Source: an optimization exercise on an open RTL-to-GDS flow (aim: small area). Production flows keep margins and buffers that such runs may drop. Function was checked by simulation only, so behaviour that the tests miss may differ from the original.

== run 1 ==
==> flow/design.v (excerpt) <==
module decode_stage (
   input  logic                   clk,
   input  logic                   rstn,
   input  logic [32-1:0]       instruction_in,
   input  logic [32-1:0]       pc_in,
   input  logic [32-1:0]       pc_pls4_in,
   input  logic                   wrb_rd_write,
   input  logic [5-1:0] wrb_rd_addr,
   input  logic [32-1:0]       wrb_rd_data,
   output logic [32-1:0]       pc,
   output logic [32-1:0]       pc_pls4,
   output logic [32-1:0]       rs1_data,
   output logic [32-1:0]       rs2_data,
   output logic [5-1:0] rd_addr,
   output logic [32-1:0]       immediate,
   output decode_pkg::alu_op_e                alu_op,
   output decode_pkg::alu_a_sel_e             alu_a_sel,
   output decode_pkg::alu_b_sel_e             alu_b_sel,
   output decode_pkg::wb_sel_e                wb_sel,
   output logic                   reg_write,
   output logic                   dmem_req,
   output logic                   dmem_write,
   output logic                   dmem_unsigned,
   output decode_pkg::mem_size_e              dmem_size,
   output logic                   branch_enable,
   output decode_pkg::branch_op_e             branch_op,
   output logic                   jump_request,
   output logic                   pc_stall,
   output logic                   jalr_lsb_clear,
   output logic                   load_hazard_stall  
);
For scale: roughly 3,500 cells after synthesis, roughly 1,200 flip-flops, about 320 I/O pins.
Settings: LEC_CHECK=0, CAP_MARGIN=20, CORE_MARGIN=2, CORE_UTILIZATION=50, PLACE_DENSITY=0.62, SLEW_MARGIN=20, SYNTH_HIERARCHICAL=1; clock period 4.0 ns.
standard.sh (not shown) runs the stock make flow with config.mk's settings and CLKGATE_MAP_FILE= SYNTH_SCRIPT=/design/flow/synth_recipe.tcl, a recipe that flattens the netlist after the stock synthesis.
==> flow/flow/run.sh <==
#!/bin/bash
# Layout flow: the standard ORFS flow (standard.sh) with two changes to how
# the layout is made:
#  - the port buffers that global placement inserts are buf_1 cells, and
#  - clock tree synthesis uses larger sink clusters and no dummy loads.
# Every tool's output goes to its own log in this folder (ORFS keeps its
# per-step logs under orfs/logs).
set -euo pipefail
export BUFFER_PORTS_ARGS="-buffer_cell sky130_fd_sc_hd__buf_1"
export CTS_ARGS="-sink_clustering_enable -repair_clock_nets -dont_use_dummy_load -sink_clustering_size 30 -sink_clustering_max_diameter 80"
bash standard.sh synth > flow_synth.log 2>&1
bash standard.sh finish > flow_finish.log 2>&1
Run 1 finished every step from synthesis to the final layout, and the layout passed the timing, design-rule and antenna checks.
Relative to run 1, the following input files were edited for run 2:
diff --git a/flow/config.mk b/flow/config.mk
--- a/flow/config.mk
+++ b/flow/config.mk
@@ -8,6 +8,8 @@
 export CAP_MARGIN = 20
 export CORE_MARGIN = 2
-export CORE_UTILIZATION = 50
-export PLACE_DENSITY = 0.62
+export CORE_UTILIZATION = 30
+export CTS_CLUSTER_DIAMETER = 80
+export CTS_CLUSTER_SIZE = 30
+export PLACE_DENSITY = 0.45
 export SLEW_MARGIN = 20
 export SYNTH_HIERARCHICAL = 1
==> notes.md <==
- Run 2 did not stop at any stage, and its layout met the timing, design-rule and antenna checks.
- Diff run 1 -> run 2 | via total after detailed routing | down by a few percent
- After detailed routing, run 1 needs less wire than run 2.
- Diff run 1 -> run 2 | first-iteration DRC count | decrease of 1,702
- Of run 2 and run 1, the lower post-layout worst setup margin belongs to run 2.
- Run 1 → run 2: logic depth of the worst register-to-register path climbed 1; met1 wire length climbed 29%; met3 usage in global routing dropped 11 points.
- Run 2 against run 1: clock tree buffer count of the final layout saw an increase, global-route usage went down, final area now sits higher, number of rows created at floorplan now sits higher.
diff inputs: run 2 => run 3
diff --git a/flow/flow/run.sh b/flow/flow/run.sh
--- a/flow/flow/run.sh
+++ b/flow/flow/run.sh
@@ -8,5 +8,5 @@
 set -euo pipefail
 export BUFFER_PORTS_ARGS="-buffer_cell sky130_fd_sc_hd__buf_1"
-export CTS_ARGS="-sink_clustering_enable -repair_clock_nets -dont_use_dummy_load -sink_clustering_size 30 -sink_clustering_max_diameter 80"
+export CTS_ARGS="-sink_clustering_enable -repair_clock_nets -dont_use_dummy_load -sink_clustering_size 25 -sink_clustering_max_diameter 100"
 bash standard.sh synth > flow_synth.log 2>&1
 bash standard.sh finish > flow_finish.log 2>&1
==> flow/config.mk <==
export PLATFORM = sky130hd
export DESIGN_NAME = decode_stage
export DESIGN_NICKNAME = decode_stage
export VERILOG_FILES = /design/flow/design.v
export SDC_FILE = /design/flow/constraint.sdc
export NUM_CORES = 4
export LEC_CHECK = 0
export CAP_MARGIN = 5
export CORE_MARGIN = 2
export CORE_UTILIZATION = 50
export PLACE_DENSITY = 0.62
export SLEW_MARGIN = 5
export SYNTH_HIERARCHICAL = 1
## What came out
Run 3 finished all stages; the layout is clean. Run 2 completed every stage of the flow, and the final layout passed the timing, design-rule and antenna checks. Comparing the two runs side by side, run 3 comes out ahead of run 2 on least setup slack across all paths after layout. Run 3 vs. run 2: die span in y lost 22%; non-clock buffer count -12. Run 3 vs run 2: clock buffer count in the final layout down by more than a quarter.
Setup changes, run 3 to run 4
==> flow/run.sh (new file) <==
#!/bin/bash
# synth_recipe.tcl (not shown) runs the flow's synth.tcl, then flattens the netlist and writes it again
# the make line also repeats each setting of config.mk as NAME=value (left out here)
make -C /OpenROAD-flow-scripts/flow DESIGN_CONFIG=/design/flow/config.mk WORK_HOME=/design/flow/orfs CLKGATE_MAP_FILE= SYNTH_SCRIPT=/design/flow/synth_recipe.tcl finish
diff --git a/flow/config.mk b/flow/config.mk
--- a/flow/config.mk
+++ b/flow/config.mk
@@ -6,8 +6,10 @@
 export NUM_CORES = 4
 export LEC_CHECK = 0
-export CAP_MARGIN = 5
+export CAP_MARGIN = 20
 export CORE_MARGIN = 2
-export CORE_UTILIZATION = 50
-export PLACE_DENSITY = 0.62
-export SLEW_MARGIN = 5
+export CORE_UTILIZATION = 30
+export CTS_CLUSTER_DIAMETER = 80
+export CTS_CLUSTER_SIZE = 30
+export PLACE_DENSITY = 0.45
+export SLEW_MARGIN = 20
 export SYNTH_HIERARCHICAL = 1
removed: flow/flow/run.sh
removed: flow/standard.sh
Notes after the runs:
From run 3 to run 4 the numbers moved as follows: setup slack went down, global placement routability congestion -0.15.
Run 4 vs run 3, kind of critical path: reg2out vs in2reg
Die area delta for run 4 relative to run 3: about 66% higher

[separate check: timing with driven ports]
Ports are ideal in the flow. The routed layouts listed here were re-timed in OpenROAD. Step 1 (the two cells are an assumption about what drives the block):
set clk [get_ports {clk}]
set_driving_cell -lib_cell sky130_fd_sc_hd__clkbuf_16 $clk
set_driving_cell -lib_cell sky130_fd_sc_hd__buf_2 [delete_from_list [all_inputs] $clk]
Step 2 also shifts input and output timing later by t, the mid clock arrival at the registers, as if the neighbouring blocks saw the same clock. Three values: ideal, step 1, step 2; two values: the first two.
run | t (ns) | setup slack, ns | clock arrival spread, ns | worst register clock-pin slew, ns | pins driven straight from the clock port
run 1 | 0.716 | 0.546 / 0.482 / -0.128 | 0.083 / 0.084 | 0.12 / 0.12 | 1
run 2 | 0.763 | 0.369 / 0.287 / 0.151 | 0.109 / 0.109 | 0.11 / 0.11 | 1
run 3 | 0.714 | 0.504 / 0.473 / -0.165 | 0.073 / 0.073 | 0.10 / 0.10 | 1
run 4 | 0.780 | 0.084 / 0.009 / -0.056 | 0.064 / 0.063 | 0.12 / 0.12 | 1
Met with ideal ports but missed after step 2: setup timing in run 1, run 3 and run 4. For run 1, which loses most, drivers alone change the setup slack by -0.064 ns; drivers and shift together by -0.674 ns.
